What follows belongs to an exercise in optimizing a design on an open flow for small area, a short achievable clock period and few clock cycles per item; a production flow would make more cautious choices.
Where RTL was checked, it was by simulation tests only, not by an equivalence proof against the original.

==> run E: inputs <==
==> flow/design.v (excerpt) <==
module noc_router #(
    parameter int router_id = 0
) (
    input  logic                    clock,
    input  logic                    reset_n,
    input  logic  [noc_pkg::num_ports-1:0]   put_inbound,
    input  noc_pkg::byte_t [noc_pkg::num_ports-1:0]   payload_inbound,
    input  logic  [noc_pkg::num_ports-1:0]   free_outbound,
    output logic  [noc_pkg::num_ports-1:0]   free_inbound,
    output logic  [noc_pkg::num_ports-1:0]   put_outbound,
    output noc_pkg::byte_t [noc_pkg::num_ports-1:0]   payload_outbound
);
    localparam int np = noc_pkg::num_ports;
    localparam int ns = noc_pkg::num_sources;
    logic [np-1:0][31:0]   in_packet;
    logic [np-1:0][np-1:0] in_write;
    logic [np-1:0][np-1:0] in_can_write;
    logic [np-1:0][np-1:0] in_full;
    logic [np-1:0][np-1:0] in_almost_full;
    logic [np-1:0][ns-1:0]       q_nonempty;
    logic [np-1:0][ns-1:0]       q_can_read;
    logic [np-1:0][ns-1:0]       q_pop;
    logic [np-1:0][ns-1:0][1:0][31:0] q_tap_data;
    logic [np-1:0][ns-1:0]       q_ne_next;
    logic [np-1:0][ns-1:0]       q_tap_next;
    for (genvar i = 0; i < np; i++) begin : g_in
        input_port #(
            .router_id  (router_id),
            .port_index (i)
        ) i_input_port (
            .clock             (clock),
            .reset_n           (reset_n),
            .put_inbound       (put_inbound[i]),
            .payload_inbound   (payload_inbound[i]),
            .queue_can_write   (in_can_write[i]),
            .queue_full        (in_full[i]),
            .queue_almost_full (in_almost_full[i]),
            .free_inbound      (free_inbound[i]),
  ...
Settings: LEC_CHECK=0, ABC_CLOCK_PERIOD_IN_PS=2500, CAP_MARGIN=20, CORE_MARGIN=2, CORE_UTILIZATION=70, CTS_CLUSTER_DIAMETER=70, CTS_CLUSTER_SIZE=30, PLACE_DENSITY=0.78, SETUP_SLACK_MARGIN=3.1, SLEW_MARGIN=20; clock period 5.5 ns.
standard.sh (not shown) runs the stock make flow with config.mk's settings and CLKGATE_MAP_FILE= SYNTH_SCRIPT=/design/flow/synth_recipe.tcl, a recipe that flattens the netlist after the stock synthesis.
==> flow/flow/run.sh <==
#!/bin/bash
# The standard layout with one change to clock tree synthesis: leaf clock
# buffers are clkbuf_8 on smaller sink clusters, and no dummy loads are added.
set -e
CTS="-sink_clustering_enable -repair_clock_nets -sink_clustering_size 20 -sink_clustering_max_diameter 60"
CTS="$CTS -sink_clustering_buffer sky130_fd_sc_hd__clkbuf_8 -root_buf sky130_fd_sc_hd__clkbuf_16"
CTS="$CTS -tree_buf sky130_fd_sc_hd__clkbuf_16 -buf_list {sky130_fd_sc_hd__clkbuf_8 sky130_fd_sc_hd__clkbuf_16}"
CTS="$CTS -dont_use_dummy_load"
bash standard.sh "CTS_ARGS=$CTS" finish > standard.log 2>&1
==> run F: changes against run E <==
--- a/flow/design.v
+++ b/flow/design.v
@@ -59,19 +59,17 @@
 ) (
     input  logic        clock,
     input  logic        reset_n,
     input  logic [31:0] data_in,
     input  logic        write,       
     input  logic        pop,         
     output logic        can_write,   
     output logic        can_read,    
-    output logic [1:0][31:0] tap_data,   
-    output logic        ne_next,     
-    output logic        tap_next,    
+    output logic [31:0] data_out,    
     output logic        nonempty,
     output logic        full,
     output logic        almost_full  
 );
     localparam int depth = noc_pkg::fifo_depth;
     localparam int pw    = noc_pkg::fifo_ptr_w;
     logic [pw-1:0] wr_pos;
     logic [pw-1:0] rd_pos;
@@ -88,67 +86,59 @@
     assign can_read    = ne_q && (rd_pos[1:0] == 2'd0);
     logic ne_dec;
     logic af_inc;
     assign diff   = rd_pos - wr_pos;
     assign ne_dec = (diff != pw'(1));
     assign af_inc = (diff == pw'(depth - 2));
     assign inc = write && !pop;
     assign dec = pop && !write;
-    logic [pw-1:0] rd_pos_d;
-    always_comb begin
-        rd_pos_d = pop ? rd_pos : rd_pos + 1'b1;
-        ne_next  = inc ? 1'b1 : dec ? ne_dec : ne_q;
-    end
-    assign tap_next = rd_pos_d[2];
     always_ff @(posedge clock, negedge reset_n) begin
         if (!reset_n) begin
             wr_pos <= '0;
             rd_pos <= '0;
             ne_q   <= 1'b0;
             full_q <= 1'b0;
             af_q   <= 1'b0;
         end else begin
             if (!write) wr_pos <= wr_pos + 1'b1;
-            rd_pos <= rd_pos_d;
-            ne_q   <= ne_next;
+            if (!pop)   rd_pos <= rd_pos + 1'b1;
             if (inc) begin
+                ne_q   <= 1'b1;
                 full_q <= af_q;
                 af_q   <= af_inc;
             end else if (dec) begin
+                ne_q   <= ne_dec;
                 full_q <= 1'b0;
                 af_q   <= full_q;
             end
         end
     end
     localparam int sw = dest_fixed ? 28 : 32;
     logic [sw-1:0] ring [depth];
     logic [sw-1:0] din;
-    logic [1:0][sw-1:0] dout;
+    logic [sw-1:0] dout;
     if (dest_fixed) begin : g_fixed
         assign din      = {data_in[31:28], data_in[23:0]};
-        for (genvar t = 0; t < 2; t++) begin : g_tap
-            assign tap_data[t] = {dout[t][27:24], dest_value, dout[t][23:0]};
-        end
+        assign data_out = {dout[27:24], dest_value, dout[23:0]};
     end else begin : g_stored
         assign din      = data_in;
-        assign tap_data = dout;
+        assign data_out = dout;
     end
     always_ff @(posedge clock) begin
         for (int i = 0; i < depth; i++) begin
             if (i == 0)
-                ring[i] <= ~((write && wr_pos[2]) ? din : ring[depth - 1]);
+                ring[i] <= (write && wr_pos[2]) ? din : ring[depth - 1];
             else if (i == depth / 2)
-                ring[i] <= ~((write && !wr_pos[2]) ? ~din : ring[i - 1]);
+                ring[i] <= (write && !wr_pos[2]) ? din : ring[i - 1];
             else
                 ring[i] <= ring[i - 1];
         end
     end
-    assign dout[0] = ~ring[0];
-    assign dout[1] = ring[depth / 2];
+    assign dout = rd_pos[2] ? ring[depth / 2] : ring[0];
 endmodule
 `timescale 1ns/1ps
 module input_port #(
     parameter int router_id  = 0,
     parameter int port_index = 0
 ) (
     input  logic  clock,
     input  logic  reset_n,
@@ -217,19 +207,17 @@
     parameter bit       dest_fixed = 1'b0,
     parameter bit [3:0] dest_value = 4'd0
 ) (
     input  logic                         clock,
     input  logic                         reset_n,
     input  logic                         free_outbound,
     input  logic [noc_pkg::num_sources-1:0]        queue_nonempty,
     input  logic [noc_pkg::num_sources-1:0]        queue_can_read,
-    input  logic [noc_pkg::num_sources-1:0][1:0][31:0]  queue_tap_data,
-    input  logic [noc_pkg::num_sources-1:0]        queue_ne_next,
-    input  logic [noc_pkg::num_sources-1:0]        queue_tap_next,
+    input  logic [noc_pkg::num_sources-1:0][31:0]  queue_data,
     output logic [noc_pkg::num_sources-1:0]        queue_pop,
     output logic                         put_outbound,
     output noc_pkg::byte_t                        payload_outbound
 );
     localparam int ns = noc_pkg::num_sources;
     logic [ns-1:0] last;      
     logic [ns-1:0] pick;      
     logic [31:0]   pick_data;
@@ -237,67 +225,48 @@
     logic          start;
     logic          pf_valid;
     logic [31:0]   pf;
     logic [1:0]    bcnt;      
     logic          put_q;
     logic [31:0]   tx;
     assign put_outbound     = put_q;
     assign payload_outbound = tx[31:24];
-    function automatic logic [ns-1:0] rr(input logic [ns-1:0] l, input logic [ns-1:0] ne);
-        logic [ns-1:0] p;
-        p = '0;
+    always_comb begin
+        pick = '0;
         for (int k = ns; k >= 1; k--) begin
             for (int j = 0; j < ns; j++) begin
-                if (l[j] && ne[(j + k) % ns]) begin
-                    p = '0;
-                    p[(j + k) % ns] = 1'b1;
+                if (last[j] && queue_nonempty[(j + k) % ns]) begin
+                    pick = '0;
+                    pick[(j + k) % ns] = 1'b1;
                 end
             end
         end
-        rr = p;
-    endfunction
-    assign pick = rr(last, queue_nonempty);
-    logic [ns-1:0]      last_d;
-    logic [ns-1:0]      pick_d;
-    logic [ns-1:0][1:0] sel_d;
-    logic [ns-1:0][1:0] sel_q;
-    assign last_d = fill ? pick : last;
-    assign pick_d = rr(last_d, queue_ne_next);
-    always_comb begin
-        for (int j = 0; j < ns; j++) begin
-            sel_d[j][0] = pick_d[j] && !queue_tap_next[j];
-            sel_d[j][1] = pick_d[j] &&  queue_tap_next[j];
-        end
     end
     always_comb begin
         pick_data = '0;
-        for (int j = 0; j < ns; j++)
-            for (int t = 0; t < 2; t++)
-                pick_data |= sel_q[j][t] ? queue_tap_data[j][t] : 32'h0;
+        for (int j = 0; j < ns; j++) pick_data |= pick[j] ? queue_data[j] : 32'h0;
     end
     logic          idle;
     logic [ns-1:0] take_empty;    
     logic [ns-1:0] take_swap;     
     assign idle       = (bcnt == 2'd0);
     assign start      = idle && pf_valid && free_outbound;
     assign take_empty = (pick & queue_can_read) & {ns{!pf_valid}};
     assign take_swap  = (pick & queue_can_read) & {ns{idle && pf_valid}};
     assign queue_pop  = take_empty | (take_swap & {ns{free_outbound}});
     assign fill       = |queue_pop;
     always_ff @(posedge clock, negedge reset_n) begin
         if (!reset_n) begin
             last     <= ns'(1) << (ns - 1);
-            sel_q    <= '0;
             pf_valid <= 1'b0;
             bcnt     <= '0;
             put_q    <= 1'b0;
         end else begin
             put_q <= start;
-            sel_q <= sel_d;
             if (fill) begin
                 last     <= pick;
                 pf_valid <= 1'b1;
             end else if (start) begin
                 pf_valid <= 1'b0;
             end
             if (start)              bcnt <= 2'd3;
             else if (bcnt != 2'd0)  bcnt <= bcnt - 1'b1;
@@ -337,19 +306,17 @@
     logic [np-1:0][31:0]   in_packet;
     logic [np-1:0][np-1:0] in_write;
     logic [np-1:0][np-1:0] in_can_write;
     logic [np-1:0][np-1:0] in_full;
     logic [np-1:0][np-1:0] in_almost_full;
     logic [np-1:0][ns-1:0]       q_nonempty;
     logic [np-1:0][ns-1:0]       q_can_read;
     logic [np-1:0][ns-1:0]       q_pop;
-    logic [np-1:0][ns-1:0][1:0][31:0] q_tap_data;
-    logic [np-1:0][ns-1:0]       q_ne_next;
-    logic [np-1:0][ns-1:0]       q_tap_next;
+    logic [np-1:0][ns-1:0][31:0] q_data;
     for (genvar i = 0; i < np; i++) begin : g_in
         input_port #(
             .router_id  (router_id),
             .port_index (i)
         ) i_input_port (
             .clock             (clock),
             .reset_n           (reset_n),
             .put_inbound       (put_inbound[i]),
@@ -380,34 +347,30 @@
             ) i_packet_fifo (
                 .clock       (clock),
                 .reset_n     (reset_n),
                 .data_in     (in_packet[src]),
                 .write       (in_write[src][o]),
                 .pop         (q_pop[o][s]),
                 .can_write   (in_can_write[src][o]),
                 .can_read    (q_can_read[o][s]),
-                .tap_data    (q_tap_data[o][s]),
-                .ne_next     (q_ne_next[o][s]),
-                .tap_next    (q_tap_next[o][s]),
+                .data_out    (q_data[o][s]),
                 .nonempty    (q_nonempty[o][s]),
                 .full        (full),
                 .almost_full (almost_full)
             );
         end
         output_port #(
             .dest_fixed (fixed),
             .dest_value (dval)
         ) i_output_port (
             .clock            (clock),
             .reset_n          (reset_n),
             .free_outbound    (free_outbound[o]),
             .queue_nonempty   (q_nonempty[o]),
             .queue_can_read   (q_can_read[o]),
-            .queue_tap_data   (q_tap_data[o]),
-            .queue_ne_next    (q_ne_next[o]),
-            .queue_tap_next   (q_tap_next[o]),
+            .queue_data       (q_data[o]),
             .queue_pop        (q_pop[o]),
             .put_outbound     (put_outbound[o]),
             .payload_outbound (payload_outbound[o])
         );
     end
 endmodule
==> flow/run.sh (new file) <==
#!/bin/bash
# synth_recipe.tcl (not shown) runs the flow's synth.tcl, then flattens the netlist and writes it again
# the make line also repeats each setting of config.mk as NAME=value (left out here)
make -C /OpenROAD-flow-scripts/flow DESIGN_CONFIG=/design/flow/config.mk WORK_HOME=/design/flow/orfs CLKGATE_MAP_FILE= SYNTH_SCRIPT=/design/flow/synth_recipe.tcl finish
CORE_UTILIZATION = 65   (was 70)
CTS_CLUSTER_DIAMETER = 80   (was 70)
PLACE_DENSITY = unset   (was 0.78)
SETUP_SLACK_MARGIN = 3.0   (was 3.1)
removed: flow/flow/run.sh
removed: flow/standard.sh
==> results.toml <==
[routing]
wl_met2_um = 83300
viasPerCell = 5.26

[pwr]
p_seq_w = 0.0348
combPwrFrac_pct = 9.6
switching_share_pct = 24.4

[logic_synthesis]
synth_xor_area_share_pct = 0.704
synth_compound_area_share_pct = 2.90

[outcome]
outcome = "complete, no violations"

[finish]
nNetsFinal = 5934
-- figures above: run F

==> results.toml <==
[routing]
wl_met1_um = 84700
viasPerCell = 5.61
wl_met2_um = 87700

[worst_setup_path]
crit_type = "flip-flop to flip-flop"

[placed_design]
place_congestion = 0.850

[logic_synthesis]
synthCells = 6132
synth_common_cells = "3008 x dfxtp_1, 417 x nor2_1, 391 x a21oi_1"
synth_compound_area_share_pct = 6.76

[finish]
n_antenna_cell = 0
nNetsFinal = 6479
register_area_mm2 = 0.0722

[pwr]
switching_share_pct = 28.8

[outcome]
outcome = "complete, no violations"
-- figures above: run E

Testbench counts of run E, summed over its fixed seeds: cycles 7,266, items 6,400.
For run F, only the layout was checked, not whether the RTL still works.

[re-timing with driven ports]
The results above use ideal ports. As a check the final layouts listed here were re-extracted and re-timed, cells and wires unchanged.
Step 1 (the two cells are an assumption about what drives the block):
set clk [get_ports {clock}]
set_driving_cell -lib_cell sky130_fd_sc_hd__clkbuf_16 $clk
set_driving_cell -lib_cell sky130_fd_sc_hd__buf_2 [delete_from_list [all_inputs] $clk]
Step 2 adds t to the input delays and takes it off the output delays; t is the mean of the earliest and latest rising clock arrival at the registers after step 1. Input paths then give back, and output paths get back, about the clock's delay inside the block.
Slacks: ideal / step 1 / step 2; pairs: ideal / step 1.
run | shift t [ns] | setup slack, ns | worst hold slack (ns) | worst register clock-pin slew, ns | worst slew at a driven data input, ns
run E | 0.830 | 3.008 / 2.958 / 2.336 | 0.302 / 0.258 / 0.302 | 0.12 / 0.12 | 0.18
run F | 0.859 | 2.970 / 2.892 / 2.244 | 0.240 / 0.213 / 0.324 | 0.11 / 0.11 | 0.06
After both steps every run listed still meets setup and hold. For run F, which loses most, drivers alone change the setup slack by -0.078 ns; drivers and shift together by -0.726 ns.
